Background: an optimization exercise with open tools, aiming at small area, a short achievable clock period and few clock cycles per item. Do not read the settings as production practice.
The RTL was checked by simulation tests, not by an equivalence proof against the original design.

==> inputs of ember <==
## soc_mem_top
module soc_mem_top (
  input  logic            clk_i,
  input  logic            rst_ni,
  input  logic            awvalid_i,
  output logic            awready_o,
  input  axil_pkg::addr_t awaddr_i,
  input  logic            wvalid_i,
  output logic            wready_o,
  input  axil_pkg::data_t wdata_i,
  input  axil_pkg::strb_t wstrb_i,
  output logic            bvalid_o,
  input  logic            bready_i,
  output axil_pkg::resp_e bresp_o,
  input  logic            arvalid_i,
  output logic            arready_o,
  input  axil_pkg::addr_t araddr_i,
  output logic            rvalid_o,
  input  logic            rready_i,
  output axil_pkg::data_t rdata_o,
  output axil_pkg::resp_e rresp_o,
  input  logic            debug_req_i,
  input  logic            debug_en_i,
  output logic            debug_req_o,
  output axil_pkg::data_t exit_o
);
Settings: LEC_CHECK=0, CAP_MARGIN=20, CORE_MARGIN=2, CORE_UTILIZATION=45, PLACE_DENSITY=0.6, SETUP_SLACK_MARGIN=3.2, SLEW_MARGIN=20, SYNTH_HIERARCHICAL=1, SYNTH_MEMORY_MAX_BITS=16384, TNS_END_PERCENT=5; clock period 6.0 ns.
standard.sh (not shown) runs the stock make flow with config.mk's settings and CLKGATE_MAP_FILE= SYNTH_SCRIPT=/design/flow/synth_recipe.tcl, a recipe that flattens the netlist after the stock synthesis.
==> flow/flow/run.sh <==
#!/bin/bash
# Layout flow: the standard flow (standard.sh), unchanged synthesis, with
# these changes to the layout steps:
#  - ports are buffered with buf_4 instead of the default delay cell,
#  - after global placement, each output port's buffer and the register (or
#    gate) driving it are moved next to the port (flow/place_ports.tcl);
#    detailed placement then legalizes them,
#  - before the placement repair, the gates that drive the RAM's write
#    enables and read selects get drive strength 2 or 4 (flow/presize.tcl),
#  - timing repair may change a cell's footprint (drive strength family) and
#    does not clone gates,
#  - clock tree sinks are clustered in groups of up to 25 within 60 um, and
#    no dummy loads are added to balance the tree.
# Each step's full output stays in orfs/logs/; make's output is in synth.log
# and layout.log in this folder.
set -euo pipefail
here=$(pwd)
bash standard.sh synth > synth.log 2>&1
bash standard.sh \
  "BUFFER_PORTS_ARGS=-buffer_cell sky130_fd_sc_hd__buf_4" \
  "POST_GLOBAL_PLACE_TCL=$here/flow/place_ports.tcl" \
  "PRE_RESIZE_TCL=$here/flow/presize.tcl" \
  "MATCH_CELL_FOOTPRINT=0" \
  "SKIP_GATE_CLONING=1" \
  "CTS_ARGS=-sink_clustering_enable -repair_clock_nets -sink_clustering_size 25 -sink_clustering_max_diameter 60 -dont_use_dummy_load" \
  finish > layout.log 2>&1
==> flow/flow/presize.tcl <==
# Size up the gates that drive the RAM's write enables and read selects, which
# fan out over long wires: a gate of the RAM array driving eight or more
# flip-flop enable pins, or read-tree pins, is given drive strength 2 or 4.
set block [ord::get_db_block]
set db [ord::get_db]
proc master_of {name} { return [[ord::get_db] findMaster $name] }
set up 0
foreach inst [$block getInsts] {
  set m [$inst getMaster]
  set mn [$m getName]
  if {![regexp {^sky130_fd_sc_hd__(nor2|nand2|nand4|nor3|nand3|nor2b)_1$} $mn -> fam]} { continue }
  set out ""
  foreach it [$inst getITerms] { if {[$it isOutputSignal]} { set out $it } }
  if {$out eq ""} { continue }
  set net [$out getNet]
  if {$net eq "NULL"} { continue }
  set de 0; set sel 0; set n 0
  foreach it [$net getITerms] {
    if {![$it isInputSignal]} { continue }
    incr n
    set lm [[[$it getInst] getMaster] getName]
    set pn [[$it getMTerm] getName]
    if {$pn eq "DE"} { incr de }
    if {[string match "*a222oi*" $lm]} { incr sel }
  }
  set target ""
  if {$de >= 8} { set target "sky130_fd_sc_hd__${fam}_2" }
  if {$sel >= 8} { set target "sky130_fd_sc_hd__${fam}_4" }
  if {$target ne ""} {
    set nm [master_of $target]
    if {$nm ne "NULL"} { $inst swapMaster $nm; incr up }
  }
}
puts "presize: sized up $up gates"
Other scripts of this flow, unchanged in this note and not shown: flow/flow/place_ports.tcl
==> inputs of yarrow, as changes to ember <==
==> flow/flow/run.sh (replaced) <==
#!/bin/bash
# Layout flow: the standard flow (standard.sh), unchanged synthesis, with
# these changes to the layout steps:
#  - ports are buffered with buf_4 instead of the default delay cell,
#  - after global placement, each output port's buffer and the register (or
#    gate) driving it are moved next to the port (flow/place_ports.tcl);
#    detailed placement then legalizes them,
#  - timing repair may change a cell's footprint (drive strength family),
#  - clock tree sinks are clustered in groups of up to 25 within 60 um, and
#    no dummy loads are added to balance the tree.
# Each step's full output stays in orfs/logs/; make's output is in synth.log
# and layout.log in this folder.
set -euo pipefail
here=$(pwd)
bash standard.sh synth > synth.log 2>&1
bash standard.sh \
  "BUFFER_PORTS_ARGS=-buffer_cell sky130_fd_sc_hd__buf_4" \
  "POST_GLOBAL_PLACE_TCL=$here/flow/place_ports.tcl" \
  "MATCH_CELL_FOOTPRINT=0" \
  "CTS_ARGS=-sink_clustering_enable -repair_clock_nets -sink_clustering_size 25 -sink_clustering_max_diameter 60 -dont_use_dummy_load" \
  finish > layout.log 2>&1
removed: flow/flow/presize.tcl
==> inputs of zinc, as changes to ember <==
--- a/flow/design.v
+++ b/flow/design.v
@@ -25,19 +25,32 @@
   localparam int unsigned HoldCntWidth    = $clog2(DebugHoldCycles + 1);
 endpackage
 `timescale 1ns/1ps
 module ram_word (
   input  logic                                  clk_i,
-  input  logic                                  col_n_i,    
+  input  logic                                  col_i,      
+  input  logic                                  row_i,      
   input  logic [axil_pkg::StrbWidth-1:0]        lane_n_i,   
   input  axil_pkg::data_t                       wdata_i,
   output axil_pkg::data_t                       q_o
 );
-  axil_pkg::data_t word_q;
+  axil_pkg::data_t             word_q;
+  logic                        sel_n;
+  logic [axil_pkg::StrbWidth-1:0] de;
+  ram_and2_n i_sel (
+    .a_i   ( col_i ),
+    .b_i   ( row_i ),
+    .y_n_o ( sel_n )
+  );
   for (genvar b = 0; b < axil_pkg::StrbWidth; b++) begin : g_lane
+    ram_and2_nn i_de (
+      .a_n_i ( sel_n       ),
+      .b_n_i ( lane_n_i[b] ),
+      .y_o   ( de[b]       )
+    );
     always_ff @(posedge clk_i) begin
-      if (!(col_n_i || lane_n_i[b])) begin
+      if (de[b]) begin
         word_q[8*b +: 8] <= wdata_i[8*b +: 8];
       end
     end
   end
   assign q_o = word_q;
@@ -142,69 +155,74 @@
   assign y_o = !(a_n_i || b_n_i);
 endmodule
 module ram_store (
   input  logic                                  clk_i,
   input  logic                                  we_i,
+  input  logic                                  wsel_i,
   input  logic [soc_map_pkg::RamIndexWidth-1:0] wr_index_i,
   input  axil_pkg::data_t                       wdata_i,
   input  axil_pkg::strb_t                       strb_i,
   input  logic [soc_map_pkg::RamIndexWidth-1:0] rd_index_i,
   output logic [axil_pkg::DataWidth-1:0][2:0]   rpart_o
 );
   localparam int unsigned Words  = soc_map_pkg::RamWords;
   localparam int unsigned Rows   = 16;             
   localparam int unsigned Cols   = Words / Rows;   
   localparam int unsigned Lanes  = axil_pkg::StrbWidth;
-  logic [Cols-1:0]        wcol_n;
-  logic [Lanes-1:0]       wrow_n [Rows];
+  logic [Cols-1:0]  wcol;
+  logic [Rows-1:0]  wrow;
+  logic [Lanes-1:0] wlane_n;
   for (genvar c = 0; c < Cols; c++) begin : g_wcol
-    assign wcol_n[c] = !(wr_index_i[3:0] == 4'(c));
+    assign wcol[c] = wsel_i && (wr_index_i[3:0] == 4'(c));
   end
   for (genvar r = 0; r < Rows; r++) begin : g_wrow
-    for (genvar b = 0; b < Lanes; b++) begin : g_lane
-      assign wrow_n[r][b] = !(we_i && strb_i[b] && (wr_index_i[7:4] == 4'(r)));
-    end
+    assign wrow[r] = we_i && (wr_index_i[7:4] == 4'(r));
   end
+  assign wlane_n = ~strb_i;
   axil_pkg::data_t words [Words];
   for (genvar w = 0; w < Words; w++) begin : g_word
     ram_word i_word (
       .clk_i    ( clk_i          ),
-      .col_n_i  ( wcol_n[w % Cols] ),
-      .lane_n_i ( wrow_n[w / Cols] ),
+      .col_i    ( wcol[w % Cols]   ),
+      .row_i    ( wrow[w / Cols]   ),
+      .lane_n_i ( wlane_n          ),
       .wdata_i  ( wdata_i        ),
       .q_o      ( words[w]       )
     );
   end
+  localparam int unsigned Quarters = 4;
   logic [3:0]       pre [4];
-  logic [Cols-1:0]  rcol_n;
+  logic [Cols-1:0]  rcol_n [Quarters];
   logic [Rows-1:0]  rrow_n;
   logic [Words-1:0] rsel;
   for (genvar k = 0; k < 4; k++) begin : g_pre
     ram_dec2 i_dec (
       .a_i ( rd_index_i[2*k +: 2] ),
       .y_o ( pre[k]               )
     );
   end
-  for (genvar c = 0; c < Cols; c++) begin : g_rcol
-    ram_and2_n i_and (
-      .a_i   ( pre[0][c % 4] ),
-      .b_i   ( pre[1][c / 4] ),
-      .y_n_o ( rcol_n[c]     )
-    );
+  for (genvar q = 0; q < Quarters; q++) begin : g_rcol_quarter
+    for (genvar c = 0; c < Cols; c++) begin : g_rcol
+      ram_and2_n i_and (
+        .a_i   ( pre[0][c % 4] ),
+        .b_i   ( pre[1][c / 4] ),
+        .y_n_o ( rcol_n[q][c]  )
+      );
+    end
   end
   for (genvar r = 0; r < Rows; r++) begin : g_rrow
     ram_and2_n i_and (
       .a_i   ( pre[2][r % 4] ),
       .b_i   ( pre[3][r / 4] ),
       .y_n_o ( rrow_n[r]     )
     );
   end
   for (genvar w = 0; w < Words; w++) begin : g_rsel
     ram_and2_nn i_and (
-      .a_n_i ( rcol_n[w % Cols] ),
-      .b_n_i ( rrow_n[w / Cols] ),
-      .y_o   ( rsel[w]          )
+      .a_n_i ( rcol_n[w / (Words / Quarters)][w % Cols] ),
+      .b_n_i ( rrow_n[w / Cols]                         ),
+      .y_o   ( rsel[w]                                  )
     );
   end
   for (genvar i = 0; i < axil_pkg::DataWidth; i++) begin : g_rbit
     logic [Words-1:0] column;
     for (genvar w = 0; w < Words; w++) begin : g_col
@@ -283,10 +301,19 @@
     end else begin
       q_o <= d_i;
     end
   end
 endmodule
+module write_enable (
+  input  logic ready_i,
+  input  logic awvalid_i,
+  input  logic wvalid_i,
+  input  logic hit_i,
+  output logic en_o
+);
+  assign en_o = ready_i && awvalid_i && wvalid_i && hit_i;
+endmodule
 module ready_gate (
   input  logic full_i,
   input  logic take_i,
   output logic ready_o
 );
@@ -355,29 +382,45 @@
   assign b_take = b_v_q && bready_i;
   logic [axil_pkg::DataWidth-1:0][2:0] ram_part;
   axil_pkg::data_t                     exit_q;
   ram_store i_ram_store (
     .clk_i      ( clk_i                   ),
-    .we_i       ( wr_go && aw_ram         ),
+    .we_i       ( wr_go                   ),
+    .wsel_i     ( aw_ram                  ),
     .wr_index_i ( awaddr_i[IdxW+1:2]      ),
     .wdata_i    ( wdata_i                 ),
     .strb_i     ( wstrb_i                 ),
     .rd_index_i ( araddr_i[IdxW+1:2]      ),
     .rpart_o    ( ram_part                )
   );
+  logic exit_we, exit_port_we;
+  write_enable i_exit_we (
+    .ready_i   ( aw_rdy_q  ),
+    .awvalid_i ( awvalid_i ),
+    .wvalid_i  ( wvalid_i  ),
+    .hit_i     ( aw_exit   ),
+    .en_o      ( exit_we   )
+  );
+  write_enable i_exit_port_we (
+    .ready_i   ( aw_rdy_q     ),
+    .awvalid_i ( awvalid_i    ),
+    .wvalid_i  ( wvalid_i     ),
+    .hit_i     ( aw_exit      ),
+    .en_o      ( exit_port_we )
+  );
   always_ff @(posedge clk_i or negedge rst_ni) begin
     if (!rst_ni) begin
       exit_q <= '0;
-    end else if (wr_go && aw_exit) begin
+    end else if (exit_we) begin
       exit_q <= wdata_i;  
     end
   end
   axil_pkg::data_t exit_port_q;
   port_reg #(.Width(axil_pkg::DataWidth)) i_exit_port (
     .clk_i  ( clk_i                                  ),
     .rst_ni ( rst_ni                                 ),
-    .d_i    ( (wr_go && aw_exit) ? wdata_i : exit_port_q ),
+    .d_i    ( exit_port_we ? wdata_i : exit_port_q ),
     .q_o    ( exit_port_q                            )
   );
   assign exit_o = exit_port_q;
   logic [axil_pkg::DataWidth-1:0][2:0] p_part_q;
   axil_pkg::data_t                     other_d, p_other_q;
==> flow/flow/run.sh (replaced) <==
#!/bin/bash
# Layout flow: the standard flow (standard.sh), unchanged synthesis, with
# these changes to the layout steps:
#  - ports are buffered with buf_4 instead of the default delay cell,
#  - after global placement, each output port's buffer and the register (or
#    gate) driving it are moved next to the port (flow/place_ports.tcl);
#    detailed placement then legalizes them,
#  - the placement repair buffers nets to at most 32 sinks
#    (flow/fanout.tcl),
#  - timing repair may change a cell's footprint (drive strength family) and
#    neither clones gates nor removes buffers,
#  - clock tree sinks are clustered in groups of up to 25 within 60 um, and
#    no dummy loads are added to balance the tree.
# Each step's full output stays in orfs/logs/; make's output is in synth.log
# and layout.log in this folder.
set -euo pipefail
here=$(pwd)
bash standard.sh synth > synth.log 2>&1
bash standard.sh \
  "BUFFER_PORTS_ARGS=-buffer_cell sky130_fd_sc_hd__buf_4" \
  "POST_GLOBAL_PLACE_TCL=$here/flow/place_ports.tcl" \
  "PRE_RESIZE_TCL=$here/flow/fanout.tcl" \
  "MATCH_CELL_FOOTPRINT=0" \
  "SKIP_GATE_CLONING=1" \
  "SKIP_BUFFER_REMOVAL=1" \
  "CTS_ARGS=-sink_clustering_enable -repair_clock_nets -sink_clustering_size 25 -sink_clustering_max_diameter 60 -dont_use_dummy_load" \
  finish > layout.log 2>&1
==> flow/flow/fanout.tcl (new file) <==
# Buffer nets to at most 32 sinks, so that no net (the write data's, say)
# spreads a single wire over hundreds of pins
set_max_fanout 32 [current_design]
==> flow/config.mk (replaced) <==
export PLATFORM = sky130hd
export DESIGN_NAME = soc_mem_top
export DESIGN_NICKNAME = soc_mem_top
export VERILOG_FILES = /design/flow/design.v
export SDC_FILE = /design/flow/constraint.sdc
export NUM_CORES = 8
export LEC_CHECK = 0
export CAP_MARGIN = 25
export CORE_MARGIN = 2
export CORE_UTILIZATION = 45
export PLACE_DENSITY = 0.6
export SETUP_SLACK_MARGIN = 3.2
export SLEW_MARGIN = 35
export SYNTH_HIERARCHICAL = 1
export SYNTH_MEMORY_MAX_BITS = 16384
export TNS_END_PERCENT = 5
removed: flow/flow/presize.tcl
==> summary of the runs <==
yarrow finished with capacitance limit, slew limit left. ember ran to the end with no violations. zinc completed with no timing, DRC or antenna violations. Setup slack: zinc < yarrow < ember. Synthesized cell count is the same in ember and yarrow. Sequential share of layout area, highest first: zinc, ember, yarrow. First-iteration DRC count, highest first: zinc, yarrow, ember. In yarrow the die area is smaller than in zinc, by about 0.4%.
Testbench counts of ember, summed over its fixed seeds: cycles 24,012, items 24,000.
Testbench counts of yarrow, summed over its fixed seeds: cycles 24,012, items 24,000.
Testbench counts of zinc, summed over its fixed seeds: cycles 24,012, items 24,000.

-- re-timing with driven ports --
Ports are ideal in the flow. The routed layouts listed here were re-timed in OpenROAD. Step 1, drivers: a clkbuf_16 drives clk_i and a buf_2 each remaining input, both assumed. Step 2 times the ports against the registers' clock, not the clock port: input delays grow and output delays shrink by t, the midpoint of the rising clock arrivals with the driver on. Slacks: no drivers / after step 1 / after step 2; pairs: no drivers / after step 1.
run | shift t [ns] | slack for setup (ns) | worst setup path at the end | latest minus earliest clock arrival (ns) | slew at the worst register clock pin (ns)
ember | 1.198 | 2.761 / 2.819 / 1.621 | input to register | 0.229 / 0.229 | 0.10 / 0.10
yarrow | 1.217 | 2.746 / 2.836 / 1.619 | input to register | 0.224 / 0.224 | 0.10 / 0.10
zinc | 1.202 | 2.633 / 2.707 / 1.506 | input to register | 0.190 / 0.189 | 0.10 / 0.10
For ember, which loses most, drivers alone change the setup slack by +0.058 ns; drivers and shift together by -1.140 ns.
